This is an optimization exercise on Yosys and OpenROAD, whose aim is small area, not a production implementation.
Where RTL was checked, it was by simulation tests only, not by an equivalence proof against the original.
The RTL of runs 4 to 7 was laid out without a check of its function.
Power figures rest on the tool's default switching activity, not on a simulated workload.

## flow/design.v

```verilog
`timescale 1ns / 1ps
package sdaq_pkg;
   localparam int QUEUE_DEPTH_DEF = 16;
   localparam int TIME_WIDTH_DEF  = 32;
   localparam int ID_W      = 8;
   localparam int DUR_W     = 16;
   localparam int NOW_W     = 32;
   localparam int TPU_W     = 10;
   localparam int PROD_W    = DUR_W + TPU_W;
   localparam int CNT_OUT_W = 5;
   localparam logic [TPU_W-1:0] TPU_RESET = TPU_W'(100);
   localparam int CSR_ADDR_W = 3;
   localparam int CSR_DATA_W = 32;
   localparam logic [0:0] REG_TICKS_PER_UNIT = 1'b0;
   localparam logic OP_SLEEP = 1'b0;
   localparam logic OP_CHECK = 1'b1;
   localparam logic STATUS_OK   = 1'b0;
   localparam logic STATUS_FULL = 1'b1;
   typedef struct packed {
      logic             operation;
      logic [ID_W-1:0]  waiter_id;
      logic [DUR_W-1:0] duration;
      logic [NOW_W-1:0] now;
   } req_type;
   typedef struct packed {
      logic                 woke;
      logic [ID_W-1:0]      woken_id;
      logic                 last;
      logic                 status;
      logic [CNT_OUT_W-1:0] waiting_count;
   } rsp_type;
   typedef enum logic [3:0] {
      S_IDLE,
      S_MUL,
      S_ADD,
      S_SCAN_RD,
      S_SCAN_CMP,
      S_SHIFT_RD,
      S_SHIFT_WR,
      S_INSERT,
      S_CHK_RD,
      S_CHK_CMP,
      S_REPLY
   } state_type;
endpackage
`timescale 1ns / 1ps
module sdaq_ram #(
   parameter int WIDTH = 8,
   parameter int DEPTH = 16
) (
   input  logic                     clock,
   input  logic                     we,
   input  logic [$clog2(DEPTH)-1:0] waddr,
   input  logic [WIDTH-1:0]         wdata,
   input  logic [$clog2(DEPTH)-1:0] raddr,
   output logic [WIDTH-1:0]         rdata
);
   logic [WIDTH-1:0] mem [DEPTH];
   logic [WIDTH-1:0] rdata_ff;
   always_ff @(posedge clock) begin
      if (we) begin
         mem[waddr] <= wdata;
      end
      rdata_ff <= mem[raddr];
   end
   assign rdata = rdata_ff;
endmodule
`timescale 1ns / 1ps
import sdaq_pkg::*;
module sorted_deadline_alarm_queue #(
   parameter int QUEUE_DEPTH = QUEUE_DEPTH_DEF,
   parameter int TIME_WIDTH  = TIME_WIDTH_DEF
) (
   input  logic                  clock,
   input  logic                  reset,
   input  logic                  req_valid,
   output logic                  req_stall,
   input  sdaq_pkg::req_type     req_data,
   output logic                  rsp_valid,
   input  logic                  rsp_stall,
   output sdaq_pkg::rsp_type     rsp_data,
   input  logic                  psel,
   input  logic                  penable,
   input  logic                  pwrite,
   input  logic [CSR_ADDR_W-1:0] paddr,
   input  logic [CSR_DATA_W-1:0] pwdata,
   output logic [CSR_DATA_W-1:0] prdata,
   output logic                  pready
);
   localparam int ENT_W = TIME_WIDTH + ID_W;    
   localparam int W     = 4;                    
   localparam int L     = ENT_W / W;            
   localparam int DLC   = TIME_WIDTH / W;       
   localparam int CW    = $clog2(L);
   localparam int NR    = 15;                   
   localparam logic [2:0] S_IDLE = 3'd0;
   localparam logic [2:0] S_DROP = 3'd1;
   localparam logic [2:0] S_CALC = 3'd2;
   localparam logic [2:0] S_SCAN = 3'd3;
   localparam logic [2:0] S_POP  = 3'd4;
   logic [TPU_W-1:0] tpu_ff;
   logic             csr_wr;
   logic             csr_hit;
   assign pready  = 1'b1;
   assign csr_hit = (paddr[CSR_ADDR_W-1:2] == REG_TICKS_PER_UNIT);
   assign csr_wr  = psel && penable && pwrite;
   assign prdata  = csr_hit ? CSR_DATA_W'(tpu_ff) : '0;
   always_ff @(posedge clock) begin
      if (reset) begin
         tpu_ff <= TPU_RESET;
      end else if (csr_wr && csr_hit) begin
         tpu_ff <= pwdata[TPU_W-1:0];
      end
   end
   logic [2:0]      state_ff;
   logic [CW-1:0]   c_ff;         
   logic [3:0]      q_ff;         
   logic [4:0]      n_ff;         
   logic [4:0]      i_ff;         
   logic            rsp_valid_ff;
   logic            woke_ff, last_ff, status_ff;
   logic [ID_W-1:0] id_ff;
   logic            c_last, op, inloop;
   assign c_last = (c_ff == CW'(L - 1));
   assign op     = req_data.operation;
   assign inloop = !((state_ff == S_CALC) || ((state_ff == S_SCAN) && !op));
   logic [W*NR*L-1:0] ring_ff;
   logic [W*L-1:0]    s_ff;
   logic [W-1:0]      x, tap, s_out, y, s_in;
   assign x     = ring_ff[W-1:0];
   assign tap   = ring_ff[W*L +: W];
   assign s_out = s_ff[W-1:0];
   always_ff @(posedge clock) begin
      ring_ff <= {y, ring_ff[W*NR*L-1:W]};
      s_ff    <= {s_in, s_ff[W*L-1:W]};
   end
   logic [W*L-1:0] rate_v, new_v;
   logic [W-1:0]   a, b, sum, new_lane;
   logic           dbl_ff, cy_ff;
   logic           cy_in, cy_out;
   logic           pass_now, first, dbit;
   assign rate_v   = (W*L)'(tpu_ff);
   assign new_v    = {req_data.waiter_id, req_data.now};
   assign new_lane = new_v[W*c_ff +: W];
   assign pass_now = i_ff[4];
   assign first    = (i_ff == 5'd0);
   assign dbit     = req_data.duration[~i_ff[3:0]];
   always_comb begin
      if (first) begin
         a = '0;
      end else if (pass_now) begin
         a = s_out;
      end else begin
         a = {s_out[W-2:0], (c_ff == '0) ? 1'b0 : dbl_ff};
      end
      if (pass_now) begin
         b = new_lane;
      end else begin
         b = dbit ? rate_v[W*c_ff +: W] : '0;
      end
      cy_in = (c_ff == '0) ? 1'b0 : cy_ff;
      {cy_out, sum} = {1'b0, a} + {1'b0, b} + (W+1)'(cy_in);
      if (pass_now && (c_ff >= CW'(DLC))) begin
         sum = b;
      end
   end
   always_ff @(posedge clock) begin
      dbl_ff <= s_out[W-1];
      cy_ff  <= cy_out;
   end
   logic [W-1:0] cmp_v, diff;
   logic         bw_in, bw_out, bw_ff, nz, nz_ff, later_ff;
   assign cmp_v = op ? new_lane : s_out;
   always_comb begin
      bw_in = (c_ff == '0) ? 1'b0 : bw_ff;
      {bw_out, diff} = {1'b0, tap} - {1'b0, cmp_v} - (W+1)'(bw_in);
      nz = ((c_ff == '0) ? 1'b0 : nz_ff) | (|diff);
   end
   always_ff @(posedge clock) begin
      bw_ff <= bw_out;
      nz_ff <= nz;
      if (c_ff == CW'(DLC - 1)) begin
         later_ff <= nz && !diff[W-1];
      end
   end
   assign y    = inloop ? s_out : x;
   assign s_in = (state_ff == S_CALC) ? sum :
                 inloop               ? x   : s_out;
   logic pop_go, scan_eval, scan_done, accept;
   assign pop_go    = (state_ff == S_POP) && (q_ff == 4'd0) && !rsp_valid_ff;
   assign scan_eval = (i_ff != '0) || (q_ff == (inloop ? 4'd15 : 4'd14));
   assign scan_done = (i_ff == n_ff) || later_ff;
   always_comb begin
      accept = 1'b0;
      case (state_ff)
         S_IDLE: accept = !rsp_valid_ff && !op && (n_ff == 5'd16);
         S_SCAN: accept = c_last && scan_eval && scan_done;
         default: accept = 1'b0;
      endcase
   end
   assign req_stall = !accept;
   always_ff @(posedge clock) begin
      if (pop_go && c_last) begin
         id_ff <= {x, s_ff[W*L-1 -: W]};
      end
   end
   always_ff @(posedge clock) begin
      if (reset) begin
         state_ff     <= S_IDLE;
         c_ff         <= '0;
         q_ff         <= '0;
         n_ff         <= '0;
         rsp_valid_ff <= 1'b0;
      end else begin
         c_ff <= c_last ? '0 : c_ff + 1'b1;
         if (c_last) begin
            if (!inloop) begin
               q_ff <= (q_ff == 4'd14) ? 4'd0 : q_ff + 1'b1;
            end else begin
               q_ff <= q_ff + 1'b1;
            end
         end
         if (rsp_valid_ff && !rsp_stall) begin
            rsp_valid_ff <= 1'b0;
         end
         case (state_ff)
            S_IDLE: begin
               if (req_valid && !rsp_valid_ff) begin
                  if (accept) begin
                     rsp_valid_ff <= 1'b1;
                     woke_ff      <= 1'b0;
                     last_ff      <= 1'b1;
                     status_ff    <= STATUS_FULL;
                  end else if (c_last) begin
                     state_ff <= op ? S_SCAN : S_DROP;
                     i_ff     <= '0;
                  end
               end
            end
            S_DROP: begin
               if (c_last && (q_ff == n_ff[3:0])) begin
                  state_ff <= S_CALC;
                  q_ff     <= (q_ff == 4'd15) ? 4'd0 : q_ff;
               end
            end
            S_CALC: begin
               if (c_last) begin
                  if (pass_now) begin
                     state_ff <= S_SCAN;
                     i_ff     <= '0;
                  end else begin
                     i_ff <= i_ff + 1'b1;
                  end
               end
            end
            S_SCAN: begin
               if (c_last && scan_eval) begin
                  if (scan_done) begin
                     if (!op) begin
                        state_ff     <= S_IDLE;
                        q_ff         <= i_ff[3:0] + 1'b1;
                        n_ff         <= n_ff + 1'b1;
                        rsp_valid_ff <= 1'b1;
                        woke_ff      <= 1'b0;
                        last_ff      <= 1'b1;
                        status_ff    <= STATUS_OK;
                     end else if (i_ff == '0) begin
                        state_ff     <= S_IDLE;
                        rsp_valid_ff <= 1'b1;
                        woke_ff      <= 1'b0;
                        last_ff      <= 1'b1;
                        status_ff    <= STATUS_OK;
                     end else begin
                        state_ff <= S_POP;
                     end
                  end else begin
                     i_ff <= i_ff + 1'b1;
                  end
               end
            end
            S_POP: begin
               if (pop_go && c_last) begin
                  rsp_valid_ff <= 1'b1;
                  woke_ff      <= 1'b1;
                  last_ff      <= (i_ff == 5'd1);
                  status_ff    <= STATUS_OK;
                  n_ff         <= n_ff - 1'b1;
                  q_ff         <= q_ff;    
                  i_ff         <= i_ff - 1'b1;
                  if (i_ff == 5'd1) begin
                     state_ff <= S_IDLE;
                  end
               end
            end
            default: begin
               state_ff <= S_IDLE;
            end
         endcase
      end
   end
   assign rsp_valid              = rsp_valid_ff;
   assign rsp_data.woke          = woke_ff;
   assign rsp_data.woken_id      = woke_ff ? id_ff : '0;
   assign rsp_data.last          = last_ff;
   assign rsp_data.status        = status_ff;
   assign rsp_data.waiting_count = n_ff;
endmodule
```

## flow/flow/run.sh

```bash
#!/bin/bash
# The standard layout (the standard.sh: ORFS from synthesis to the
# final layout), with the port buffers made of the smallest buffer cell,
# clock tree synthesis without dummy loads, and the resizer's power recovery
# (downsizing off the critical paths) after global routing.
set -e
export BUFFER_PORTS_ARGS="-buffer_cell sky130_fd_sc_hd__buf_1"
export RECOVER_POWER=100
export SKIP_REPAIR_TIE_FANOUT=1
export CTS_ARGS="-sink_clustering_enable -repair_clock_nets -buf_list sky130_fd_sc_hd__clkbuf_8 -sink_clustering_size 20 -sink_clustering_max_diameter 60 -dont_use_dummy_load"
bash standard.sh > standard.log 2>&1
```

## flow/standard.sh

```bash
#!/bin/bash
# synth_recipe.tcl (not shown) runs the flow's synth.tcl, then flattens the netlist and writes it again
# the make line also repeats each setting of config.mk as NAME=value (left out here)
make -C /OpenROAD-flow-scripts/flow DESIGN_CONFIG=/design/flow/config.mk WORK_HOME=/design/flow/orfs CLKGATE_MAP_FILE= SYNTH_SCRIPT=/design/flow/synth_recipe.tcl "${@:-finish}"
```

## flow/config.mk

```make
export PLATFORM = sky130hd
export DESIGN_NAME = sorted_deadline_alarm_queue
export DESIGN_NICKNAME = sorted_deadline_alarm_queue
export VERILOG_FILES = /design/flow/design.v
export SDC_FILE = /design/flow/constraint.sdc
export NUM_CORES = 4
export LEC_CHECK = 0
export ABC_AREA = 1
export CAP_MARGIN = 20
export CORE_MARGIN = 2
export CORE_UTILIZATION = 40
export CTS_BUF_LIST = sky130_fd_sc_hd__clkbuf_8
export CTS_CLUSTER_DIAMETER = 60
export CTS_CLUSTER_SIZE = 20
export SLEW_MARGIN = 20
```

## flow/constraint.sdc

```tcl
create_clock -name core_clock -period 10.0 [get_ports {clock}]
set_input_delay 2.0000 -clock core_clock [delete_from_list [all_inputs] [get_ports {clock}]]
set_output_delay 2.0000 -clock core_clock [all_outputs]
set_load 0.01 [all_outputs]
```

==> results of run 1 <==
final cells by class:
| cell class | instances | area, µm² | area share |
|---|---|---|---|
| timing repair buffer | 103 | 390 | 0.0210 |
| inverter | 94 | 353 | 0.0190 |
| multi-input combinational | 476 | 2610 | 0.140 |
| clock buffer | 43 | 592 | 0.0318 |
| tap | 585 | 732 | 0.0393 |
| sequential | 688 | 13900 | 0.749 |
through the flow:
stage / power, µW / setup WS [ps] / hold WS, ps / std cells
floorplan: 3330 / 5240 / 310 / 1311
global placement: 3430 / 4180 / 310 / 1946
detailed placement: 3430 / 4140 / 312 / 1946
CTS: 4560 / 4140 / 297 / 1989
global route: 4700 / 3710 / 296 / 1989
finish: 4490 / 4040 / 293 / 1989
layout by cell type, fill, tap and decap left out, types with 4 or more instances in the layout:
master	n
a21oi_1	42
nand2_1	160
fa_1	5
ha_1	23
nand2_2	4
o22ai_1	7
nor2_2	5
nor3_1	9
o21ai_0	51
inv_1	89
edfxtp_1	17
o211ai_1	9
a22oi_1	4
inv_2	5
nor2_1	60
nand3_1	33
nand4_1	11
buf_1	99
dfxtp_1	671
clkbuf_8	43
xor2_1	5
xnor2_1	11
worst max-delay path: stages:
cell and delay (ps):
clkbuf_1 450, inv_1 260, nand2_1 240, nand2_1 270, nand2_1 130, nand2_1 60, nand2_1 70, nand2_1 90
nand3_1 100, nand2_1 70, inv_1 80, buf_1 170
layer usage:
metal,GRT usage,up-vias,part of all wire
li1,-,4268,-
met1,0.178,3839,0.55
met2,0.152,187,0.38
met3,0.0220,50,0.045
met4,0.0425,0,0.025
met5,0,-,0
flip-flops by register name (all words and copies together) (netlist names), 3 cells and up:
| register | cells |
|---|---|
| id_ff | 8 |
| ring_ff | 600 |
| n_ff | 5 |
| c_ff | 4 |
| tpu_ff | 10 |
| s_ff | 40 |
| i_ff | 5 |
| q_ff | 4 |
| state_ff | 3 |
worst max-delay path by stage:
stage | from | slack [ps] | to | depth (start not counted)
floorplan | req_data[56] | 5240 | req_stall | 10
global placement | req_data[56] | 4180 | req_stall | 12
detailed placement | req_data[56] | 4140 | req_stall | 12
CTS | req_data[56] | 4140 | req_stall | 12
global route | req_data[56] | 3710 | req_stall | 12
finish | req_data[56] | 4040 | req_stall | 12
power by group through the flow:
stage               clock, µW  combinational [µW]  sequential, µW
floorplan                   0                 248            3080
global placement            0                 302            3120
detailed placement          0                 306            3130
CTS                      1180                 308            3070
global route             1270                 340            3090
finish                   1130                 300            3070
cells by family after synthesis:
group | share of synthesized area
flops | 0.806
other cells | 0.000434
simple gates | 0.0759
xor+xnor | 0.00810
buf+inv | 0.0399
mux | 0.00116
compound gates | 0.0459
fa+ha+maj | 0.0224
==> flow_metrics.py, run 1 <==
metrics = {
    "clocking": {
        "postCtsHoldBufs": 0,
        "clkTransAtPathRegs_ps": 110,
        "htreeDepth": 2,
        "clkLatencyLatePin_ps": 580,
        "post_cts_buffers": 0,
        "cts_buffer_depth": 3,
        "cts_resized": 0,
        "cts_num_sinks": 688,
        "cts_tree": "done",
        "cts_root_buf": "clkbuf_8",
        "numCtsBuffers": 43,
    },
    "pwr": {
        "switching_share": 0.227,
        "power_density_nw_per_um2": 241,
        "irDropWorstVdd_mv": 0.0933,
        "comb_power_share": 0.067,
        "power_frac_seq": 0.683,
        "intPower_uw": 3470,
        "clkPwrFrac": 0.251,
        "leakagePower_uw": 0.00751,
        "p_switching_uw": 1020,
    },
    "finish": {
        "syn2layout_area_growth_pct": 7.63,
        "n_antenna_cell": 0,
        "final_util": 0.434,
        "final_cell_area_um2": 18600,
        "fillerInstances": 3898,
        "drive_above_1_share": 0.0484,
        "nNetsFinal": 1533,
    },
    "die": {
        "dieHeight_um": 212,
        "num_io_pins": 150,
        "die_area_um2": 44900,
        "start_util": 0.403,
        "die_w_um": 212,
        "core_area_um2": 42900,
        "std_cell_rows": 76,
    },
    "sta": {
        "period_share": 0.596,
        "setup_violations": 0,
        "skew_ps": 62.2,
        "layout_min_cycle_time_ps": 5960,
        "tightest_slew_ps": 1250,
        "setup-tns-final_ps": 0,
        "hold_violations": 0,
        "rsz0062_at_grt": "false",
        "timing.slew.headroom": 0.160,
        "slew_violations": 0,
        "fmax_mhz": 168,
    },
    "placed_design": {
        "io_buffers": 102,
        "place_congestion": 0.836,
        "placed_cell_area_um2": 18100,
        "dp_hpwl_um": 16200,
    },
    "worst_hold_path": {
        "min-delay-start": "ring_ff[121]",
        "hold_end": "ring_ff[117]",
        "holdCritPathClass": "reg -> reg",
        "hold_path_depth": 0,
    },
    "grt": {
        "antenna_found_initial": 0,
        "grtUsageTotal": 0.114,
        "grt_max_degree": 30,
        "grt_pass1_vias": 7920,
        "grt_pass1_wl_um": 40800,
        "overflow": 0,
    },
    "synth": {
        "yosysMostFrequentCell": "dfxtp_1",
        "synth_ff_type": "dfxtp_1",
        "syn_area_um2": 17300,
        "synth.distinct_cells": 51,
        "netlist.area_leader.share": 0.777,
        "synth_edf_count": 17,
        "yosys_warnings": 1,
        "ys_ff_latch": 688,
        "synth.area.top_cells": "dfxtp_1 (78%), nand2_1 (3.4%), edfxtp_1 (3.0%)",
        "synthArstFlopShare": 0,
        "ys_seq_area_frac": 0.806,
        "avgSynthCellArea_um2": 13.2,
        "syn_inst": 1311,
        "yosys-top-cells-count": "dfxtp_1 (671), nand2_1 (155), inv_1 (88)",
        "synth_area_leader_cell": "dfxtp_1",
    },
    "drt": {
        "drt.antenna.violating_nets": 0,
        "wire_per_inst_um": 12.7,
        "dr.pass1.iters": 5,
        "wirelength_um": 25300,
        "via_per_inst": 4.20,
        "drt_iter0_drc": 356,
        "drc": 0,
        "vias": 8344,
    },
    "worst_setup_path": {
        "rr_worst_depth": 11,
        "startpoint_type": "input port",
        "crit_required_ps": 8000,
        "rrSetupSlack_ps": 5700,
        "r2r_end": "later_ff",
        "cp_max_fo": 12,
        "reg2reg_from": "c_ff[1]",
        "worstSetupEndpointType": "primary output",
        "critical_path_class": "in -> out",
        "crit_arrival_ps": 3960,
    },
    "status": {
        "status": "no timing/DRC/antenna violations",
    },
    "flow_run": {
        "drv_cap": 0,
    },
}
==> run 2, diff against run 1 <==
--- a/flow/flow/run.sh
+++ b/flow/flow/run.sh
@@ -7,5 +7,4 @@
 export BUFFER_PORTS_ARGS="-buffer_cell sky130_fd_sc_hd__buf_1"
 export RECOVER_POWER=100
-export SKIP_REPAIR_TIE_FANOUT=1
-export CTS_ARGS="-sink_clustering_enable -repair_clock_nets -buf_list sky130_fd_sc_hd__clkbuf_8 -sink_clustering_size 20 -sink_clustering_max_diameter 60 -dont_use_dummy_load"
+export CTS_ARGS="-sink_clustering_enable -repair_clock_nets -buf_list sky130_fd_sc_hd__clkbuf_8 -sink_clustering_size 24 -sink_clustering_max_diameter 50 -dont_use_dummy_load"
 bash standard.sh > standard.log 2>&1
--- a/flow/config.mk
+++ b/flow/config.mk
@@ -9,7 +9,8 @@
 export CAP_MARGIN = 20
 export CORE_MARGIN = 2
-export CORE_UTILIZATION = 40
+export CORE_UTILIZATION = 70
 export CTS_BUF_LIST = sky130_fd_sc_hd__clkbuf_8
 export CTS_CLUSTER_DIAMETER = 60
 export CTS_CLUSTER_SIZE = 20
+export PLACE_DENSITY = 0.8
 export SLEW_MARGIN = 20
==> flow_metrics.py, run 2 <==
metrics = {
    "status": {
        "status": "no timing/DRC/antenna violations",
    },
    "sta": {
        "timing.slew.headroom": 0.130,
        "setup-tns-final_ps": 0,
        "fmax_mhz": 167,
        "layout_setup_ws_ps": 4010,
        "slew_violations": 0,
        "rsz0062_at_grt": "false",
        "tightest_slew_ps": 1300,
        "hold_violations": 0,
        "layout_min_cycle_time_ps": 5990,
        "holdWs_ps": 276,
        "period_share": 0.599,
        "setup_violations": 0,
        "skew_ps": 84.1,
    },
    "clocking": {
        "cts_buffer_depth": 3,
        "postCtsHoldBufs": 0,
        "clkLatencyLatePin_ps": 570,
        "post_cts_buffers": 0,
        "cts_resized": 0,
        "numCtsBuffers": 38,
        "cts_root_buf": "clkbuf_8",
        "cts_tree": "done",
        "htreeDepth": 2,
        "cts_num_sinks": 688,
        "clkTransAtPathRegs_ps": 120,
    },
    "worst_setup_path": {
        "crit_path_cell_trace": "buf_1 > clkbuf_1 > inv_1 > nand2_1 > nand2_1 > nand2_1 > nand2_1 > nand2_1 > nand2_1 > nand3_1 > nand2_1 > inv_1 > buf_1",
        "reg2reg_from": "c_ff[0]",
        "rrSetupSlack_ps": 5950,
        "cp_max_fo": 12,
        "worstSetupEndpointType": "primary output",
        "path_common_cell": "nand2_1",
        "cp.buffers_inverters": 5,
        "startpoint_type": "input port",
        "critical_path_class": "in -> out",
        "crit_family": "buffers and inverters",
        "r2r_end": "later_ff",
        "rr_worst_depth": 12,
        "crit_required_ps": 8000,
        "crit_arrival_ps": 3990,
        "crit_slowest_cell": "clkbuf_1",
        "max_stage_delay_ps": 450,
    },
    "die": {
        "start_util": 0.711,
        "dieHeight_um": 161,
        "die_w_um": 161,
        "std_cell_rows": 57,
        "core_area_um2": 24300,
        "die_area_um2": 26000,
        "num_io_pins": 150,
    },
    "pwr": {
        "power_density_nw_per_um2": 242,
        "irDropWorstVdd_mv": 0.188,
        "leakagePower_uw": 0.00756,
    },
    "finish": {
        "fin_cells": 1747,
        "n_antenna_cell": 0,
        "final_util": 0.753,
        "regMostFlops": "ring_ff",
        "register_area_um2": 13900,
        "final_cell_mix": "dfxtp_1 (671), nand2_1 (161), buf_1 (100), inv_1 (91), nor2_1 (61)",
        "nNetsFinal": 1552,
        "syn2layout_area_growth_pct": 5.88,
        "reg.largest.list": "ring_ff (600), s_ff (40), tpu_ff (10)",
        "drive_above_1_share": 0.0429,
        "layout_commonest_cell": "dfxtp_1",
        "fillerInstances": 1530,
        "multi_input_area_um2": 2680,
        "largest_reg_flops": 600,
    },
    "synth": {
        "ys_seq_area_frac": 0.806,
        "syn_area_um2": 17300,
        "synth.distinct_cells": 51,
        "yosysMostFrequentCell": "dfxtp_1",
        "synthArstFlopShare": 0,
        "ys_ff_latch": 688,
        "synth_edf_count": 17,
        "synth.area.top_cells": "dfxtp_1 (78%), nand2_1 (3.4%), edfxtp_1 (3.0%)",
        "yosys_warnings": 1,
        "syn_inst": 1311,
        "netlist.area_leader.share": 0.777,
        "avgSynthCellArea_um2": 13.2,
        "yosys-top-cells-count": "dfxtp_1 (671), nand2_1 (155), inv_1 (88)",
        "synth_area_leader_cell": "dfxtp_1",
        "synth_ff_type": "dfxtp_1",
    },
    "drt": {
        "drc": 0,
        "vias": 8508,
        "via_per_inst": 4.87,
        "wirelength_um": 26100,
        "dr.pass1.iters": 5,
        "drt.antenna.violating_nets": 0,
        "wire_per_inst_um": 14.9,
        "drt_iter0_drc": 454,
    },
    "grt": {
        "grt_pass1_vias": 8177,
        "overflow": 0,
        "antenna_found_initial": 1,
        "grtUsageTotal": 0.207,
        "grt_max_degree": 29,
        "grt_pass1_wl_um": 42300,
    },
    "placed_design": {
        "place_congestion": 0.871,
        "dp_slack_ps": 4550,
        "io_buffers": 102,
        "dp_hpwl_um": 17100,
        "dp_cells": 1709,
    },
    "worst_hold_path": {
        "holdCritPathClass": "reg -> reg",
        "hold_end": "ring_ff[560]",
        "min-delay-start": "ring_ff[564]",
        "hold_path_depth": 0,
    },
    "flow_run": {
        "drv_cap": 0,
    },
}
==> run 2: cell types whose count changed in the layout (fill, tap and decap cells not counted) <==
| cell | before | now |
|---|---|---|
| conb_1 | 2 | 23 |
| clkbuf_8 | 43 | 38 |
| buf_4 | 1 | 3 |
| inv_1 | 89 | 91 |
| inv_2 | 5 | 3 |
| buf_1 | 99 | 100 |
| nand2_1 | 160 | 161 |
| nand2_2 | 4 | 3 |
| nor2_1 | 60 | 61 |
| nor2_2 | 5 | 4 |
==> run 2: how the worst max path moves through the flow <==
stage                  from   endpoint  slack [ps]  cells after the start
2_1_floorplan  req_data[56]  req_stall        5240                     10
3_3_place_gp   req_data[56]  req_stall        4560                     13
3_5_place_dp   req_data[56]  req_stall        4550                     13
4_1_cts        req_data[56]  req_stall        4540                     13
5_1_grt        req_data[56]  req_stall        3810                     13
6_report       req_data[56]  req_stall        4010                     13
==> run 2: power by group <==
| part | switching (µW) | total [µW] | internal, µW |
|---|---|---|---|
| registers | 85.4 | 3070 | 2980 |
| clock network | 711 | 1060 | 346 |
| logic | 204 | 305 | 101 |
| total | 1000 | 4430 | 3430 |
==> run 2: cell type report <==
class	instances	area share
flip-flops and latches	688	0.761
multi-input cells	497	0.146
clock buffers	38	0.0286
repair buffers	106	0.0223
well taps	324	0.0221
inverters	94	0.0193
==> run 2: routing by layer <==
layer,part of all wire,global-route usage,vias to the layer above
met5,0,0,-
li1,-,-,4282
met2,0.43,0.319,259
met4,0.018,0.0487,0
met1,0.48,0.311,3932
met3,0.062,0.0395,35
==> run 2: per-stage QoR <==
stage	instance area [µm²]	power [µW]
2_1_floorplan	17400	3330
3_3_place_gp	17900	3430
3_5_place_dp	17900	3440
4_1_cts	18400	4480
5_1_grt	18300	4630
6_report	18300	4430
==> run 2: kinds of logic (layout without fill, tap and decap cells) <==
family,count (synthesis),in the layout,synth area share
and+or+nand+nor,294,294,0.0759
xor gates and xnor gates,16,16,0.00810
buffers and inverters,147,238,0.0399
other,2,23,0.000434
DFF,688,688,0.806
adders and majority gates,28,28,0.0224
muxes,2,2,0.00116
AOI/OAI and AO/OA,134,134,0.0459
==> run 3, diff against run 2 <==
==> flow/flow/run.sh (replaced) <==
#!/bin/bash
# The standard layout (the standard.sh: ORFS from synthesis to the
# final layout), with the port buffers made of the smallest buffer cell.
set -e
export BUFFER_PORTS_ARGS="-buffer_cell sky130_fd_sc_hd__buf_1"
bash standard.sh > standard.log 2>&1
--- a/flow/config.mk
+++ b/flow/config.mk
@@ -9,8 +9,7 @@
 export CAP_MARGIN = 20
 export CORE_MARGIN = 2
-export CORE_UTILIZATION = 70
+export CORE_UTILIZATION = 40
 export CTS_BUF_LIST = sky130_fd_sc_hd__clkbuf_8
 export CTS_CLUSTER_DIAMETER = 60
 export CTS_CLUSTER_SIZE = 20
-export PLACE_DENSITY = 0.8
 export SLEW_MARGIN = 20
==> flow_metrics.py, run 3 <==
metrics = {
    "synth": {
        "yosys-top-cells-count": "dfxtp_1 (671), nand2_1 (155), inv_1 (88)",
        "synth_compound_area_frac": 0.0459,
        "synthXorXnorAreaFrac": 0.00810,
        "synth_area_leader_cell": "dfxtp_1",
        "syn_area_um2": 17300,
        "synth_ff_type": "dfxtp_1",
        "synthMuxAreaShare": 0.00116,
        "ys_seq_area_frac": 0.806,
        "synth.distinct_cells": 51,
        "synth_edf_count": 17,
        "ys_ff_latch": 688,
        "synth.area.top_cells": "dfxtp_1 (78%), nand2_1 (3.4%), edfxtp_1 (3.0%)",
        "syn_inst": 1311,
        "netlist.area_leader.share": 0.777,
        "yosysMostFrequentCell": "dfxtp_1",
        "synth_adder_area_share": 0.0224,
        "synth-simple-area-share": 0.0759,
        "avgSynthCellArea_um2": 13.2,
        "synthArstFlopShare": 0,
        "synth_top_family_by_area": "simple AND/OR/NAND/NOR gates",
        "yosys_warnings": 1,
    },
    "clocking": {
        "cts_buffer_depth": 3,
        "cts_tree": "done",
        "post_cts_buffers": 0,
        "htreeDepth": 2,
        "cts_num_sinks": 688,
        "postCtsHoldBufs": 0,
        "clkLatencyLatePin_ps": 590,
        "cts_root_buf": "clkbuf_8",
        "numCtsBuffers": 43,
        "cts_resized": 0,
        "clkTransAtPathRegs_ps": 100,
    },
    "finish": {
        "fin_cells": 2024,
        "regMostFlops": "ring_ff",
        "final_cell_mix": "dfxtp_1 (671), nand2_1 (155), buf_1 (102), inv_1 (88), nor2_1 (59)",
        "layout_commonest_cell": "dfxtp_1",
        "drive_above_1_share": 0.0646,
        "reg.largest.list": "ring_ff (600), s_ff (40), tpu_ff (10)",
        "n_antenna_cell": 0,
        "syn2layout_area_growth_pct": 9.58,
        "fillerInstances": 3936,
        "largest_reg_flops": 600,
        "nNetsFinal": 1555,
    },
    "die": {
        "std_cell_rows": 76,
        "die_area_um2": 44900,
        "core_area_um2": 42900,
        "dieHeight_um": 212,
        "num_io_pins": 150,
        "start_util": 0.403,
        "die_w_um": 212,
    },
    "grt": {
        "grt_pass1_vias": 8115,
        "grt_max_degree": 30,
        "grt_pass1_wl_um": 40600,
        "antenna_found_initial": 0,
        "grtUsageTotal": 0.114,
        "overflow": 0,
    },
    "worst_hold_path": {
        "hold_end": "s_ff[22]",
        "holdCritPathClass": "reg -> reg",
        "min-delay-start": "s_ff[26]",
        "hold_path_depth": 0,
    },
    "worst_setup_path": {
        "critical_path_class": "in -> out",
        "cp_max_fo": 12,
        "worstSetupEndpointType": "primary output",
        "crit_required_ps": 8000,
        "crit_arrival_ps": 3800,
        "startpoint_type": "input port",
        "crit_path_cell_trace": "buf_1 > inv_1 > nand2_2 > nand2_2 > nand2_1 > nand2_1 > nand2_1 > nand2_2 > nand3_1 > nand2_1 > inv_1 > buf_1",
        "cp.buffers_inverters": 4,
        "reg2reg_from": "c_ff[1]",
        "max_stage_delay_ps": 440,
        "r2r_end": "later_ff",
        "rr_worst_depth": 12,
        "path_common_cell": "nand2_1",
        "crit_family": "buffers and inverters",
        "crit_slowest_cell": "buf_1",
        "rrSetupSlack_ps": 6020,
    },
    "sta": {
        "layout_setup_ws_ps": 4200,
        "tightest_slew_ps": 766,
        "layout_min_cycle_time_ps": 5800,
        "rsz0062_at_grt": "false",
        "setup_violations": 0,
        "slew_violations": 0,
        "timing.slew.headroom": 0.485,
        "setup-tns-final_ps": 0,
        "period_share": 0.580,
        "hold_violations": 0,
        "holdWs_ps": 321,
        "skew_ps": 21.9,
        "fmax_mhz": 173,
    },
    "drt": {
        "met3_length_um": 1340,
        "wirelength_um": 25200,
        "met1Wirelength_um": 13200,
        "drc": 0,
        "drt.antenna.violating_nets": 0,
        "vias": 8504,
        "routed.top_layer": "met4",
        "wl_met2_um": 10100,
        "drt_iter0_drc": 329,
        "wire_per_inst_um": 12.5,
        "via_per_inst": 4.20,
        "dr.pass1.iters": 5,
    },
    "pwr": {
        "irDropWorstVdd_mv": 0.171,
        "leakagePower_uw": 0.00768,
        "power_uw": 4640,
        "power_density_nw_per_um2": 245,
    },
    "placed_design": {
        "io_buffers": 102,
        "dp_hpwl_um": 16300,
        "dp_slack_ps": 4230,
        "place_congestion": 0.838,
        "dp_cells": 1968,
    },
    "status": {
        "status": "no timing/DRC/antenna violations",
    },
    "flow_run": {
        "drv_cap": 0,
    },
}
run 3: cell type report:
| class | count | area [µm²] | area share |
|---|---|---|---|
| clock buffers | 45 | 619 | 0.0327 |
| clock inverters | 11 | 166 | 0.00878 |
| inverters | 94 | 353 | 0.0186 |
| multi-input cells | 497 | 2740 | 0.145 |
| flip-flops and latches | 688 | 13900 | 0.736 |
| well taps | 585 | 732 | 0.0386 |
| repair buffers | 104 | 398 | 0.0210 |
run 3: worst max-delay path by stage:
stage | slack [ps] | end | depth (start not counted) | start
floorplan | 5240 | req_stall | 10 | req_data[56]
global placement | 4250 | req_stall | 12 | req_data[56]
detailed placement | 4230 | req_stall | 12 | req_data[56]
CTS | 4220 | req_stall | 12 | req_data[56]
global route | 4040 | req_stall | 12 | req_data[56]
finish | 4200 | req_stall | 12 | req_data[56]
run 3: cell families after synthesis:
logic type      after synthesis
simple gates                294
buf+inv                     147
compound gates              134
flops                       688
mux                           2
xor+xnor                     16
other cells                   2
fa+ha+maj                    28
run 3: where the power goes:
part	switching [µW]	internal [µW]	leakage, µW
logic	206	104	0.00169
registers	83.5	2980	0.00559
clock network	782	483	0.000399
run 3: routing by layer:
metal	GRT usage	vias up
met3	0.0288	55
li1	-	4297
met5	0	-
met4	0.0427	0
met2	0.157	179
met1	0.169	3973
run 3: metrics by stage:
step	area (µm²)	utilization
2_1_floorplan	17400	-
3_3_place_gp	18200	0.424
3_5_place_dp	18200	0.424
4_1_cts	19000	0.442
5_1_grt	19000	0.442
6_report	19000	0.442
run 3: worst register-to-register path, stage by stage (launching register included):
cell and delay [ps]:
dfxtp_1 820, inv_1 140, buf_4 250, o21ai_0 170, o21ai_0 160, a211oi_1 520
o21ai_0 200, fa_1 470, fa_1 440, nand2_1 100, nand3_1 80, a211oi_1 270
nor2_1 90
==> run 4, diff against run 3 <==
--- a/flow/design.v
+++ b/flow/design.v
@@ -135,15 +135,15 @@
       s_ff    <= {s_in, s_ff[W*L-1:W]};
    end
-   logic [W*L-1:0] rate_v, new_v;
+   logic [W*L-1:0] dur_v, new_v;
    logic [W-1:0]   a, b, sum, new_lane;
    logic           dbl_ff, cy_ff;
    logic           cy_in, cy_out;
-   logic           pass_now, first, dbit;
-   assign rate_v   = (W*L)'(tpu_ff);
+   logic           pass_now, first, rbit;
+   assign dur_v    = (W*L)'(req_data.duration);
    assign new_v    = {req_data.waiter_id, req_data.now};
    assign new_lane = new_v[W*c_ff +: W];
    assign pass_now = i_ff[4];
-   assign first    = (i_ff == 5'd0);
-   assign dbit     = req_data.duration[~i_ff[3:0]];
+   assign first    = (i_ff == 5'd6);
+   assign rbit     = tpu_ff[~i_ff[3:0]];
    always_comb begin
       if (first) begin
@@ -157,5 +157,5 @@
          b = new_lane;
       end else begin
-         b = dbit ? rate_v[W*c_ff +: W] : '0;
+         b = rbit ? dur_v[W*c_ff +: W] : '0;
       end
       cy_in = (c_ff == '0) ? 1'b0 : cy_ff;
@@ -241,4 +241,5 @@
                if (c_last && (q_ff == n_ff[3:0])) begin
                   state_ff <= S_CALC;
+                  i_ff     <= 5'd6;
                   q_ff     <= (q_ff == 4'd15) ? 4'd0 : q_ff;
                end
==> flow/flow/run.sh (replaced) <==
#!/bin/bash
# The standard layout (the standard.sh: ORFS from synthesis to the
# final layout), with the port buffers made of the smallest buffer cell,
# clock tree synthesis without dummy loads, and the resizer's power recovery
# (downsizing off the critical paths) after global routing.
set -e
export BUFFER_PORTS_ARGS="-buffer_cell sky130_fd_sc_hd__buf_1"
export RECOVER_POWER=100
export SKIP_REPAIR_TIE_FANOUT=1
export CTS_ARGS="-sink_clustering_enable -repair_clock_nets -buf_list sky130_fd_sc_hd__clkbuf_8 -sink_clustering_size 20 -sink_clustering_max_diameter 60 -dont_use_dummy_load"
bash standard.sh > standard.log 2>&1
==> flow_metrics.py, run 4 <==
metrics = {
    "worst_setup_path": {
        "rr_worst_depth": 13,
        "worstSetupEndpointType": "primary output",
        "max_stage_delay_ps": 460,
        "startpoint_type": "input port",
        "reg2reg_from": "c_ff[0]",
        "r2r_end": "later_ff",
        "path_depth": 12,
        "crit_slowest_cell": "clkbuf_1",
        "critical_path_class": "in -> out",
        "crit_required_ps": 8000,
        "crit_path_cell_trace": "clkbuf_1 > inv_1 > nand2_1 > nand2_1 > nand2_2 > nand2_1 > nand2_1 > nand2_2 > nand2_1 > o21ai_0 > inv_1 > buf_1",
        "path_common_cell": "nand2_1",
        "crit_arrival_ps": 4040,
        "cp.buffers_inverters": 4,
        "cp-startpoint": "req_data[56]",
        "crit_family": "simple AND/OR/NAND/NOR gates",
        "rrSetupSlack_ps": 5650,
        "cp_max_fo": 12,
    },
    "clocking": {
        "postCtsHoldBufs": 0,
        "cts_num_sinks": 688,
        "clkLatencyLatePin_ps": 580,
        "cts_buffer_depth": 3,
        "cts_tree": "done",
        "clkTransAtPathRegs_ps": 100,
        "numCtsBuffers": 42,
        "cts_resized": 0,
        "cts_root_buf": "clkbuf_8",
        "post_cts_buffers": 0,
        "htreeDepth": 2,
    },
    "synth": {
        "synth_ff_type": "dfxtp_1",
        "synth_area_leader_cell": "dfxtp_1",
        "syn_area_um2": 17300,
        "yosys_warnings": 1,
        "synth.area.top_cells": "dfxtp_1 (78%), edfxtp_1 (3.0%), nand2_1 (3.0%)",
        "synth_edf_count": 17,
        "synth.distinct_cells": 47,
        "avgSynthCellArea_um2": 13.1,
        "netlist.area_leader.share": 0.778,
        "yosysMostFrequentCell": "dfxtp_1",
        "ys_ff_latch": 688,
        "syn_inst": 1318,
        "yosys-top-cells-count": "dfxtp_1 (671), nand2_1 (136), inv_1 (88)",
        "synthArstFlopShare": 0,
        "ys_seq_area_frac": 0.808,
    },
    "die": {
        "die_area_um2": 44800,
        "dieHeight_um": 212,
        "die_w_um": 212,
        "start_util": 0.403,
        "num_io_pins": 150,
        "core_area_um2": 42800,
        "std_cell_rows": 76,
    },
    "finish": {
        "nNetsFinal": 1541,
        "largest_reg_flops": 600,
        "reg.largest.list": "ring_ff (600), s_ff (40), tpu_ff (10)",
        "n_antenna_cell": 0,
        "layout_commonest_cell": "dfxtp_1",
        "regMostFlops": "ring_ff",
        "fillerInstances": 3998,
        "drive_above_1_share": 0.0432,
        "final_cell_mix": "dfxtp_1 (671), nand2_1 (144), buf_1 (99), inv_1 (90), nor2_1 (83)",
        "syn2layout_area_growth_pct": 7.23,
    },
    "grt": {
        "grtUsageTotal": 0.116,
        "grt_pass1_wl_um": 41700,
        "grt_max_degree": 33,
        "grt_pass1_vias": 8286,
        "overflow": 0,
        "antenna_found_initial": 0,
    },
    "sta": {
        "slew_violations": 0,
        "timing.slew.headroom": 0.180,
        "layout_min_cycle_time_ps": 6040,
        "setup_violations": 0,
        "setup-tns-final_ps": 0,
        "tightest_slew_ps": 1220,
        "skew_ps": 57.0,
        "holdWs_ps": 285,
        "hold_violations": 0,
        "period_share": 0.604,
        "rsz0062_at_grt": "false",
        "fmax_mhz": 166,
    },
    "pwr": {
        "power_density_nw_per_um2": 234,
        "power_frac_seq": 0.689,
        "p_switching_uw": 951,
        "leakagePower_uw": 0.00749,
        "comb_power_share": 0.054,
        "power_uw": 4340,
        "irDropWorstVdd_mv": 0.121,
        "clkPwrFrac": 0.256,
        "switching_share": 0.219,
        "intPower_uw": 3390,
    },
    "drt": {
        "vias": 8390,
        "via_per_inst": 4.29,
        "wirelength_um": 25200,
        "dr.pass1.iters": 5,
        "drt.antenna.violating_nets": 0,
        "drt_iter0_drc": 512,
        "wire_per_inst_um": 12.9,
        "drc": 0,
    },
    "flow_run": {
        "drv_cap": 0,
    },
    "worst_hold_path": {
        "hold_end": "ring_ff[568]",
        "hold_path_depth": 0,
        "holdCritPathClass": "reg -> reg",
        "min-delay-start": "ring_ff[572]",
    },
    "status": {
        "status": "no timing/DRC/antenna violations",
    },
    "placed_design": {
        "dp_hpwl_um": 16000,
        "io_buffers": 102,
        "place_congestion": 0.855,
    },
}
## run 4: changes by cell type in the layout (fill, tap and decap cells not counted), moves of 5 or more
cell,change
nand2_1,-11
nand3_1,+6
o21ai_0,+18
conb_1,-21
a21oi_1,-5
nor2_1,+24
## run 4: routing by layer
metal | GRT usage | vias to the layer above | wire length [µm]
li1 | - | 4280 | -
met1 | 0.169 | 3844 | 13300
met2 | 0.163 | 208 | 9530
met3 | 0.0323 | 58 | 1630
met4 | 0.0408 | 0 | 677
met5 | 0 | - | 0
## run 4: how the worst max path moves through the flow
| stage | end | slack [ps] |
|---|---|---|
| 6_report | req_stall | 3960 |
| 4_1_cts | req_stall | 4220 |
| 5_1_grt | req_stall | 3690 |
| 3_3_place_gp | req_stall | 4220 |
| 3_5_place_dp | req_stall | 4220 |
| 2_1_floorplan | req_stall | 5040 |
## run 4: kinds of logic (layout without fill, tap and decap cells)
group | count (synthesis) | in the layout | share of synthesized area
xor gates and xnor gates | 14 | 14 | 0.00710
DFF | 688 | 688 | 0.808
and+or+nand+nor | 293 | 293 | 0.0750
adders and majority gates | 29 | 29 | 0.0232
other | 2 | 2 | 0.000435
AOI/OAI and AO/OA | 141 | 141 | 0.0461
buffers and inverters | 151 | 244 | 0.0402
## run 4: layout make-up
type,instances,area [µm²],share of cell area
timing repair buffer,102,383,0.0207
multi-input combinational,479,2540,0.137
sequential,688,13900,0.753
inverter,100,377,0.0204
tap,546,683,0.0369
clock buffer,42,578,0.0312
## run 4: power by group through the flow
stage / clock [µW] / combinational [µW] / sequential [µW]
floorplan: 0 / 188 / 3020
global placement: 0 / 239 / 3050
detailed placement: 0 / 244 / 3050
CTS: 1170 / 246 / 2990
global route: 1270 / 273 / 3010
finish: 1110 / 236 / 2990
## run 4: stage by stage
step | instances | setup WS [ps] | utilization | area (µm²)
after floorplan | 1318 | 5040 | - | 17300
after global placement | 1915 | 4220 | 0.421 | 18000
after detailed placement | 1915 | 4220 | 0.421 | 18000
after CTS | 1957 | 4220 | 0.435 | 18600
after global routing | 1957 | 3690 | 0.432 | 18500
final | 1957 | 3960 | 0.432 | 18500
==> run 5, diff against run 4 <==
--- a/flow/flow/run.sh
+++ b/flow/flow/run.sh
@@ -8,4 +8,4 @@
 export RECOVER_POWER=100
 export SKIP_REPAIR_TIE_FANOUT=1
-export CTS_ARGS="-sink_clustering_enable -repair_clock_nets -buf_list sky130_fd_sc_hd__clkbuf_8 -sink_clustering_size 20 -sink_clustering_max_diameter 60 -dont_use_dummy_load"
+export CTS_ARGS="-sink_clustering_enable -repair_clock_nets -buf_list sky130_fd_sc_hd__clkbuf_16 -sink_clustering_size 32 -sink_clustering_max_diameter 60 -dont_use_dummy_load"
 bash standard.sh > standard.log 2>&1
==> flow_metrics.py, run 5 <==
metrics = {
    "synth": {
        "synthXorXnorAreaFrac": 0.00710,
        "syn_area_um2": 17300,
        "avgSynthCellArea_um2": 13.1,
        "synth_edf_count": 17,
        "synth.area.top_cells": "dfxtp_1 (78%), edfxtp_1 (3.0%), nand2_1 (3.0%)",
        "synth.distinct_cells": 47,
        "ys_seq_area_frac": 0.808,
        "syn_inst": 1318,
        "netlist.area_leader.share": 0.778,
        "synth_top_family_by_area": "simple AND/OR/NAND/NOR gates",
        "synth_adder_area_share": 0.0232,
        "synth_compound_area_frac": 0.0461,
        "ys_ff_latch": 688,
        "yosysMostFrequentCell": "dfxtp_1",
        "yosys-top-cells-count": "dfxtp_1 (671), nand2_1 (136), inv_1 (88)",
        "synth_ff_type": "dfxtp_1",
        "synth-simple-area-share": 0.0750,
        "synthArstFlopShare": 0,
        "synth_area_leader_cell": "dfxtp_1",
        "yosys_warnings": 1,
        "synthMuxAreaShare": 0,
    },
    "worst_hold_path": {
        "holdCritPathClass": "reg -> reg",
    },
    "drt": {
        "drc": 0,
        "drt_iter0_drc": 489,
        "vias": 8376,
        "dr.pass1.iters": 5,
        "wire_per_inst_um": 12.9,
        "drt.antenna.violating_nets": 0,
        "wirelength_um": 25200,
        "via_per_inst": 4.30,
    },
    "grt": {
        "grt_max_degree": 33,
        "met3_usage": 0.0317,
        "grtUsageTotal": 0.115,
        "grt_most_used_layer": "met1",
        "antenna_found_initial": 0,
        "overflow": 0,
        "grt_pass1_wl_um": 41500,
        "grt_pass1_vias": 8151,
        "grtUsageMet1": 0.169,
        "grt_use_met2": 0.163,
    },
    "worst_setup_path": {
        "crit_path_cell_trace": "clkbuf_1 > inv_1 > nand2_1 > nand2_1 > nand2_2 > nand2_1 > nand2_1 > nand2_2 > nand2_1 > o21ai_0 > inv_1 > buf_1",
        "critical_path_class": "in -> out",
        "startpoint_type": "input port",
        "max_stage_delay_ps": 450,
        "crit_required_ps": 8000,
        "crit_arrival_ps": 4050,
        "crit_family": "simple AND/OR/NAND/NOR gates",
        "crit_slowest_cell": "clkbuf_1",
        "worstSetupEndpointType": "primary output",
        "cp.buffers_inverters": 4,
        "cp_max_fo": 12,
        "path_common_cell": "nand2_1",
    },
    "sta": {
        "period_share": 0.605,
        "hold_violations": 0,
        "timing.slew.headroom": 0.188,
        "slew_violations": 0,
        "layout_min_cycle_time_ps": 6050,
        "setup_violations": 0,
        "rsz0062_at_grt": "false",
        "holdWs_ps": 262,
        "skew_ps": 68.6,
        "tightest_slew_ps": 1210,
        "layout_setup_ws_ps": 3950,
        "fmax_mhz": 165,
        "setup-tns-final_ps": 0,
    },
    "die": {
        "die_area_um2": 44800,
        "std_cell_rows": 76,
        "start_util": 0.403,
        "die_w_um": 212,
        "num_io_pins": 150,
        "core_area_um2": 42800,
        "dieHeight_um": 212,
    },
    "clocking": {
        "clkLatencyLatePin_ps": 540,
        "cts_num_sinks": 688,
        "cts_resized": 0,
        "htreeDepth": 2,
        "post_cts_buffers": 0,
        "clkTransAtPathRegs_ps": 90,
        "cts_buffer_depth": 3,
        "cts_root_buf": "clkbuf_16",
        "postCtsHoldBufs": 0,
        "numCtsBuffers": 34,
        "cts_tree": "done",
    },
    "placed_design": {
        "dp_hpwl_um": 16000,
        "place_congestion": 0.855,
        "io_buffers": 102,
        "dp_slack_ps": 4220,
    },
    "finish": {
        "n_antenna_cell": 0,
        "regMostFlops": "ring_ff",
        "final_cell_mix": "dfxtp_1 (671), nand2_1 (144), buf_1 (99), inv_1 (90), nor2_1 (83)",
        "largest_reg_flops": 600,
        "reg.largest.list": "ring_ff (600), s_ff (40), tpu_ff (10)",
        "syn2layout_area_growth_pct": 8.81,
        "nNetsFinal": 1533,
        "fillerInstances": 3966,
        "drive_above_1_share": 0.0378,
        "layout_commonest_cell": "dfxtp_1",
    },
    "pwr": {
        "irDropWorstVdd_mv": 0.128,
        "power_density_nw_per_um2": 244,
        "leakagePower_uw": 0.00760,
    },
    "flow_run": {
        "drv_cap": 0,
    },
    "status": {
        "status": "no timing/DRC/antenna violations",
    },
}
-- run 5: cell counts after synthesis --
Identical to the previous run, type by type.
-- run 5: cell families after synthesis --
family          Yosys count
compound gates          141
fa+ha+maj                29
buf+inv                 151
flops                   688
simple gates            293
xor+xnor                 14
other cells               2
-- run 5: worst paths after layout --
| check | start | endpoint | slack [ps] | cells after the start |
|---|---|---|---|---|
| worst max-delay path | req_data[56] | req_stall | 3950 | 12 |
| worst min-delay path | ring_ff[582] | ring_ff[578] | 260 | 0 |
| worst max register to register | c_ff[0] | later_ff | 5670 | 13 |
| worst min register to register | ring_ff[582] | ring_ff[578] | 260 | 0 |
-- run 5: routing by layer --
layer / up-vias / share of wire
met5: - / 0
met4: 0 / 0.025
met3: 52 / 0.070
met2: 218 / 0.38
met1: 3837 / 0.52
li1: 4269 / -
-- run 5: per-stage QoR --
| stage | utilization | instances | power (µW) | area, µm² |
|---|---|---|---|---|
| after floorplan | - | 1318 | 3210 | 17300 |
| after global placement | 0.421 | 1915 | 3290 | 18000 |
| after detailed placement | 0.421 | 1915 | 3290 | 18000 |
| after CTS | 0.441 | 1949 | 4660 | 18900 |
| after global routing | 0.439 | 1949 | 4800 | 18800 |
| final | 0.439 | 1949 | 4590 | 18800 |
-- run 5: area by class of cell --
class / instances / area, µm² / share of cell area
sequential: 688 / 13900 / 0.742
multi-input combinational: 479 / 2540 / 0.135
clock buffer: 34 / 851 / 0.0453
tap: 546 / 683 / 0.0364
timing repair buffer: 102 / 383 / 0.0204
inverter: 100 / 377 / 0.0201
-- run 5: where the power goes --
part | switching (µW) | leakage, µW | internal (µW)
registers | 66.5 | 0.00559 | 2920
clock network | 754 | 0.000419 | 610
logic | 155 | 0.00160 | 81.3
-- run 5: worst register-to-register path, delay by kind of cell, from the launching register on --
kind            cells  cell delay, ps
flops               1             960
simple gates        6             620
compound gates      4             930
fa+ha+maj           2             930
buf+inv             1             640
==> run 6, diff against run 5 <==
--- a/flow/design.v
+++ b/flow/design.v
@@ -135,7 +135,7 @@
       s_ff    <= {s_in, s_ff[W*L-1:W]};
    end
+   logic f1_ff, f2_ff;    
    logic [W*L-1:0] dur_v, new_v;
    logic [W-1:0]   a, b, sum, new_lane;
-   logic           dbl_ff, cy_ff;
    logic           cy_in, cy_out;
    logic           pass_now, first, rbit;
@@ -152,5 +152,5 @@
          a = s_out;
       end else begin
-         a = {s_out[W-2:0], (c_ff == '0) ? 1'b0 : dbl_ff};
+         a = {s_out[W-2:0], (c_ff == '0) ? 1'b0 : f2_ff};
       end
       if (pass_now) begin
@@ -159,5 +159,5 @@
          b = rbit ? dur_v[W*c_ff +: W] : '0;
       end
-      cy_in = (c_ff == '0) ? 1'b0 : cy_ff;
+      cy_in = (c_ff == '0) ? 1'b0 : f1_ff;
       {cy_out, sum} = {1'b0, a} + {1'b0, b} + (W+1)'(cy_in);
       if (pass_now && (c_ff >= CW'(DLC))) begin
@@ -165,19 +165,15 @@
       end
    end
-   always_ff @(posedge clock) begin
-      dbl_ff <= s_out[W-1];
-      cy_ff  <= cy_out;
-   end
    logic [W-1:0] cmp_v, diff;
-   logic         bw_in, bw_out, bw_ff, nz, nz_ff, later_ff;
+   logic         bw_in, bw_out, nz, later_ff;
    assign cmp_v = op ? new_lane : s_out;
    always_comb begin
-      bw_in = (c_ff == '0) ? 1'b0 : bw_ff;
+      bw_in = (c_ff == '0) ? 1'b0 : f1_ff;
       {bw_out, diff} = {1'b0, tap} - {1'b0, cmp_v} - (W+1)'(bw_in);
-      nz = ((c_ff == '0) ? 1'b0 : nz_ff) | (|diff);
+      nz = ((c_ff == '0) ? 1'b0 : f2_ff) | (|diff);
    end
    always_ff @(posedge clock) begin
-      bw_ff <= bw_out;
-      nz_ff <= nz;
+      f1_ff <= (state_ff == S_CALC) ? cy_out : bw_out;
+      f2_ff <= (state_ff == S_CALC) ? s_out[W-1] : nz;
       if (c_ff == CW'(DLC - 1)) begin
          later_ff <= nz && !diff[W-1];
@@ -232,5 +228,5 @@
                      last_ff      <= 1'b1;
                      status_ff    <= STATUS_FULL;
-                  end else if (c_last) begin
+                  end else begin
                      state_ff <= op ? S_SCAN : S_DROP;
                      i_ff     <= '0;
--- a/flow/flow/run.sh
+++ b/flow/flow/run.sh
@@ -8,4 +8,4 @@
 export RECOVER_POWER=100
 export SKIP_REPAIR_TIE_FANOUT=1
-export CTS_ARGS="-sink_clustering_enable -repair_clock_nets -buf_list sky130_fd_sc_hd__clkbuf_16 -sink_clustering_size 32 -sink_clustering_max_diameter 60 -dont_use_dummy_load"
+export CTS_ARGS="-sink_clustering_enable -repair_clock_nets -buf_list sky130_fd_sc_hd__clkbuf_8 -sink_clustering_size 20 -sink_clustering_max_diameter 60 -dont_use_dummy_load"
 bash standard.sh > standard.log 2>&1
==> flow_metrics.py, run 6 <==
metrics = {
    "synth": {
        "syn_area_um2": 17100,
        "yosys_warnings": 1,
        "netlist.area_leader.share": 0.784,
        "synth_edf_count": 17,
        "ys_ff_latch": 686,
        "yosys-top-cells-count": "dfxtp_1 (669), nand2_1 (123), inv_1 (91)",
        "syn_inst": 1298,
        "synth_ff_type": "dfxtp_1",
        "synthArstFlopShare": 0,
        "synth.distinct_cells": 46,
        "yosysMostFrequentCell": "dfxtp_1",
        "ys_seq_area_frac": 0.814,
        "synth.area.top_cells": "dfxtp_1 (78%), edfxtp_1 (3.0%), nand2_1 (2.7%)",
        "avgSynthCellArea_um2": 13.2,
        "synth_area_leader_cell": "dfxtp_1",
    },
    "grt": {
        "grt_pass1_wl_um": 42200,
        "grt_pass1_vias": 7983,
        "overflow": 0,
        "grt_max_degree": 31,
        "antenna_found_initial": 1,
        "grtUsageTotal": 0.119,
    },
    "worst_setup_path": {
        "cp-startpoint": "req_data[56]",
        "path_depth": 12,
        "worstSetupEndpointType": "primary output",
        "rr_worst_depth": 18,
        "worstSetupEndpoint": "req_stall",
        "startpoint_type": "input port",
        "crit_slowest_cell": "clkbuf_1",
        "cp_max_fo": 12,
        "crit_path_cell_trace": "clkbuf_1 > inv_1 > nand2_1 > nand2_1 > nand2_1 > nand2_1 > nand2_1 > nand2_1 > nand2_1 > o21ai_0 > inv_2 > buf_1",
        "cp.buffers_inverters": 4,
        "rrSetupSlack_ps": 5080,
        "crit_required_ps": 8000,
        "crit_family": "simple AND/OR/NAND/NOR gates",
        "path_common_cell": "nand2_1",
        "crit_arrival_ps": 3890,
        "reg2reg_from": "c_ff[0]",
        "critical_path_class": "in -> out",
        "max_stage_delay_ps": 410,
        "r2r_end": "later_ff",
    },
    "clocking": {
        "postCtsHoldBufs": 0,
        "clkLatencyLatePin_ps": 580,
        "cts_root_buf": "clkbuf_8",
        "cts_tree": "done",
        "cts_num_sinks": 686,
        "cts_resized": 0,
        "cts_buffer_depth": 3,
        "htreeDepth": 2,
        "numCtsBuffers": 43,
        "post_cts_buffers": 0,
        "clkTransAtPathRegs_ps": 100,
    },
    "pwr": {
        "irDropWorstVdd_mv": 0.137,
        "clkPwrFrac": 0.233,
        "intPower_uw": 3640,
        "power_frac_seq": 0.669,
        "switching_share": 0.244,
        "p_switching_uw": 1170,
        "comb_power_share": 0.099,
        "power_density_nw_per_um2": 261,
        "leakagePower_uw": 0.00748,
    },
    "placed_design": {
        "place_congestion": 0.841,
        "dp_hpwl_um": 17200,
        "dp_cells": 1894,
        "io_buffers": 102,
        "placed_cell_area_um2": 17900,
    },
    "drt": {
        "drc": 0,
        "drt_iter0_drc": 480,
        "drt.antenna.violating_nets": 0,
        "via_per_inst": 4.32,
        "dr.pass1.iters": 5,
        "vias": 8368,
        "wire_per_inst_um": 13.6,
        "wirelength_um": 26300,
    },
    "sta": {
        "period_share": 0.589,
        "setup-tns-final_ps": 0,
        "hold_violations": 0,
        "tightest_slew_ps": 1660,
        "slew_violations": 31,
        "rsz0062_at_grt": "false",
        "timing.slew.headroom": -0.109,
        "layout_min_cycle_time_ps": 5890,
        "fmax_mhz": 170,
        "holdWs_ps": 289,
        "skew_ps": 66.3,
        "setup_violations": 0,
    },
    "finish": {
        "reg.largest.list": "ring_ff (600), s_ff (40), tpu_ff (10)",
        "layout_commonest_cell": "dfxtp_1",
        "final_cell_area_um2": 18400,
        "fin_cells": 1937,
        "final_cell_mix": "dfxtp_1 (669), nand2_1 (127), buf_1 (100), inv_1 (95), nor2_1 (80)",
        "n_antenna_cell": 0,
        "nNetsFinal": 1528,
        "regMostFlops": "ring_ff",
        "drive_above_1_share": 0.0386,
        "largest_reg_flops": 600,
        "syn2layout_area_growth_pct": 7.90,
    },
    "die": {
        "num_io_pins": 150,
        "core_area_um2": 42000,
        "start_util": 0.406,
        "die_area_um2": 44400,
        "std_cell_rows": 75,
        "die_w_um": 211,
        "dieHeight_um": 211,
    },
    "status": {
        "violations": "capacitance limit, slew limit",
        "status": "finished with violations",
    },
    "worst_hold_path": {
        "holdCritPathClass": "reg -> reg",
    },
    "flow_run": {
        "drv_cap": 1,
    },
}
==> run 6: cell count changes in the layout (fill, tap and decap cells not counted), sizes merged, moves of 4 or more <==
cell | before | now
clkbuf | 37 | 46
o21ai | 68 | 72
nor3 | 4 | 8
xnor2 | 8 | 3
nand2 | 148 | 129
nor2 | 87 | 81
==> run 6: area by class of cell <==
class	instances	area [µm²]
Tap cell	539	674
Inverter	99	372
Sequential cell	686	13900
Multi-Input combinational cell	465	2500
Clock buffer	43	592
Fill cell	3852	23600
Timing Repair Buffer	105	402
==> run 6: worst min-delay path by stage <==
| stage | startpoint | endpoint | slack [ps] | cells past startpoint |
|---|---|---|---|---|
| 5_1_grt | ring_ff[100] | ring_ff[96] | 290 | 0 |
| 2_1_floorplan | ring_ff[4] | ring_ff[0] | 310 | 0 |
| 3_5_place_dp | ring_ff[250] | ring_ff[246] | 310 | 0 |
| 4_1_cts | ring_ff[100] | ring_ff[96] | 290 | 0 |
| 6_report | ring_ff[100] | ring_ff[96] | 290 | 0 |
| 3_3_place_gp | s_ff[17] | s_ff[13] | 310 | 0 |
==> run 6: layer usage <==
layer / global-route usage / share of wire / vias up
met1: 0.180 / 0.53 / 3877
met3: 0.0227 / 0.045 / 54
li1: - / - / 4265
met5: 0 / 0 / -
met2: 0.169 / 0.39 / 172
met4: 0.0442 / 0.029 / 0
==> run 6: kinds of logic after synthesis <==
logic type,Yosys count,share of synthesized area
multiplexers,1,0.000586
AO/OA/AOI/OAI,155,0.0510
other,2,0.000439
adder cells (fa/ha/maj),29,0.0234
buffers and inverters,147,0.0381
flip-flops,686,0.814
AND/OR/NAND/NOR,268,0.0677
XOR/XNOR,10,0.00513
==> run 6: per-stage QoR <==
stage	setup WS, ps	total power, µW	util
detailed placement	4370	3760	0.426
finish	4110	4810	0.439
CTS	4360	4890	0.440
global placement	4370	3750	0.426
floorplan	5230	3580	-
global route	3750	5070	0.439
==> run 6: power by group through the flow <==
stage	Sequential [µW]	Combinational [µW]	Clock [µW]
6_report	3220	475	1120
5_1_grt	3260	539	1270
4_1_cts	3230	485	1170
3_5_place_dp	3280	482	0
3_3_place_gp	3280	470	0
2_1_floorplan	3210	370	0
==> run 7, diff against run 6 <==
--- a/flow/design.v
+++ b/flow/design.v
@@ -119,5 +119,5 @@
    logic [4:0]      i_ff;         
    logic            rsp_valid_ff;
-   logic            woke_ff, last_ff, status_ff;
+   logic            woke_ff, flag_ff;    
    logic [ID_W-1:0] id_ff;
    logic            c_last, op, inloop;
@@ -226,6 +226,5 @@
                      rsp_valid_ff <= 1'b1;
                      woke_ff      <= 1'b0;
-                     last_ff      <= 1'b1;
-                     status_ff    <= STATUS_FULL;
+                     flag_ff      <= 1'b1;
                   end else begin
                      state_ff <= op ? S_SCAN : S_DROP;
@@ -260,12 +259,10 @@
                         rsp_valid_ff <= 1'b1;
                         woke_ff      <= 1'b0;
-                        last_ff      <= 1'b1;
-                        status_ff    <= STATUS_OK;
+                        flag_ff      <= 1'b0;
                      end else if (i_ff == '0) begin
                         state_ff     <= S_IDLE;
                         rsp_valid_ff <= 1'b1;
                         woke_ff      <= 1'b0;
-                        last_ff      <= 1'b1;
-                        status_ff    <= STATUS_OK;
+                        flag_ff      <= 1'b0;
                      end else begin
                         state_ff <= S_POP;
@@ -280,6 +277,5 @@
                   rsp_valid_ff <= 1'b1;
                   woke_ff      <= 1'b1;
-                  last_ff      <= (i_ff == 5'd1);
-                  status_ff    <= STATUS_OK;
+                  flag_ff      <= (i_ff != 5'd1);
                   n_ff         <= n_ff - 1'b1;
                   q_ff         <= q_ff;    
@@ -299,6 +295,6 @@
    assign rsp_data.woke          = woke_ff;
    assign rsp_data.woken_id      = woke_ff ? id_ff : '0;
-   assign rsp_data.last          = last_ff;
-   assign rsp_data.status        = status_ff;
+   assign rsp_data.last          = !(woke_ff && flag_ff);
+   assign rsp_data.status        = !woke_ff && flag_ff;
    assign rsp_data.waiting_count = n_ff;
 endmodule
==> flow/flow/run.sh (replaced) <==
#!/bin/bash
# The standard layout (the standard.sh: ORFS from synthesis to the
# final layout) with three changes: the port buffers are made of the
# smallest buffer cell, clock tree synthesis inserts no dummy loads, and the
# constant outputs share the single tie cell synthesis made.
set -e
export BUFFER_PORTS_ARGS="-buffer_cell sky130_fd_sc_hd__buf_1"
export SKIP_REPAIR_TIE_FANOUT=1
export CTS_ARGS="-sink_clustering_enable -repair_clock_nets -buf_list sky130_fd_sc_hd__clkbuf_8 -sink_clustering_size 20 -sink_clustering_max_diameter 60 -dont_use_dummy_load"
bash standard.sh > standard.log 2>&1
==> flow_metrics.py, run 7 <==
metrics = {
    "worst_setup_path": {
        "max_stage_delay_ps": 210,
        "crit_arrival_ps": 3490,
        "crit_required_ps": 8000,
        "crit_path_cell_trace": "buf_1 > buf_4 > inv_1 > nand2_4 > nand2_4 > nand2_2 > nand2_1 > nand2_1 > nand2_2 > nand2_4 > o21ai_1 > inv_1 > buf_1",
        "path_common_cell": "nand2_4",
        "cp-startpoint": "req_data[56]",
        "cp.buffers_inverters": 5,
        "critical_path_class": "in -> out",
        "crit_family": "buffers and inverters",
        "crit_slowest_cell": "inv_1",
    },
    "grt": {
        "overflow": 0,
        "grt_pass1_wl_um": 40300,
        "grtUsageTotal": 0.113,
        "grt_max_degree": 31,
        "grt_pass1_vias": 7907,
    },
    "finish": {
        "layout_commonest_cell": "dfxtp_1",
        "reg.largest.list": "ring_ff (600), s_ff (40), tpu_ff (10)",
        "largest_reg_flops": 600,
        "final_cell_mix": "dfxtp_1 (669), nand2_1 (124), buf_1 (102), inv_1 (91), nor2_1 (86)",
    },
    "sta": {
        "setup_violations": 0,
        "layout_min_cycle_time_ps": 5490,
        "skew_ps": 65.9,
        "setup-tns-final_ps": 0,
        "rsz0062_at_grt": "false",
    },
    "drt": {
        "drt.antenna.violating_nets": 0,
        "via_per_inst": 4.31,
        "wire_per_inst_um": 12.7,
        "drt_iter0_drc": 520,
    },
    "worst_hold_path": {
        "min-delay-start": "s_ff[25]",
    },
    "die": {
        "core_area_um2": 42000,
        "num_io_pins": 150,
        "std_cell_rows": 75,
        "die_w_um": 211,
    },
    "synth": {
        "synth_area_leader_cell": "dfxtp_1",
        "ys_seq_area_frac": 0.811,
        "ys_ff_latch": 685,
        "yosys-top-cells-count": "dfxtp_1 (669), nand2_1 (124), inv_1 (91)",
        "netlist.area_leader.share": 0.783,
    },
    "clocking": {
        "cts_num_sinks": 685,
        "clkTransAtPathRegs_ps": 100,
        "post_cts_buffers": 0,
        "cts_buffer_depth": 3,
        "cts_tree": "done",
    },
    "placed_design": {
        "place_congestion": 0.825,
        "io_buffers": 102,
    },
    "pwr": {
        "irDropWorstVdd_mv": 0.127,
        "leakagePower_uw": 0.00746,
    },
    "flow_run": {
        "drv_cap": 0,
    },
    "status": {
        "status": "no timing/DRC/antenna violations",
    },
}
==> run 7: cell count changes after synthesis, sizes merged, moves of 4 or more <==
cell	before	now
nand3	37	25
nor2	81	90
clkbuf	18	12
a21oi	41	46
o21ai	72	77
buf	30	34
inv	98	94
o22ai	14	10
==> run 7: cell families after synthesis <==
group	after synthesis	synth area share
buffers and inverters	143	0.0377
AO/OA/AOI/OAI	160	0.0527
AND/OR/NAND/NOR	264	0.0681
adder cells (fa/ha/maj)	29	0.0234
flip-flops	685	0.811
multiplexers	1	0.000586
XOR/XNOR	11	0.00564
other	2	0.000439
==> run 7: path summary, 6_finish.rpt <==
kind / endpoint / slack, ps / depth (start not counted)
hold reg to reg: s_ff[21] / 270 / 0
setup reg to reg: later_ff / 4770 / 17
setup / recovery: req_stall / 4510 / 13
hold / removal: s_ff[21] / 270 / 0
==> run 7: layout make-up <==
class | count | area (µm²) | share of cell area
tap | 539 | 674 | 0.0365
sequential | 685 | 13900 | 0.752
inverter | 97 | 364 | 0.0197
timing repair buffer | 103 | 390 | 0.0212
multi-input combinational | 467 | 2580 | 0.140
clock buffer | 41 | 564 | 0.0306
==> run 7: per-layer routing <==
layer	wire length, µm	global-route usage	vias to the layer above
met5	10	0	-
met4	564	0.0369	2
met3	1560	0.0297	51
li1	-	-	4233
met2	9720	0.162	197
met1	12600	0.165	3840
==> run 7: worst register-to-register path: cells and delay by family, from the launching register on <==
family	cells	cell delay, ps
buffers and inverters	2	950
AND/OR/NAND/NOR	7	510
adder cells (fa/ha/maj)	3	1050
AO/OA/AOI/OAI	5	1480
flip-flops	1	970
==> run 7: power breakdown <==
group	leakage (µW)	total, µW	switching (µW)	internal (µW)
clock network	0.000295	1080	712	372
logic	0.00160	476	309	166
registers	0.00556	3190	131	3060
total	0.00746	4750	1150	3600
==> run 7: stage by stage <==
| step | cells | total power [µW] | area, µm² | setup WS (ps) | utilization |
|---|---|---|---|---|---|
| after floorplan | 1295 | 3560 | 17100 | 5030 | - |
| after global placement | 1891 | 3720 | 17900 | 4450 | 0.425 |
| after detailed placement | 1891 | 3720 | 17900 | 4480 | 0.425 |
| after CTS | 1932 | 4820 | 18500 | 4480 | 0.439 |
| after global routing | 1932 | 5010 | 18500 | 4330 | 0.439 |
| final | 1932 | 4750 | 18500 | 4510 | 0.439 |

Setup slack of run 7, layout unchanged: 4.510 ns with ideal ports, 4.483 ns with driving cells assumed (clock clkbuf_16, inputs buf_2), 4.483 ns with port delays also shifted by the 0.590 ns mid clock arrival.
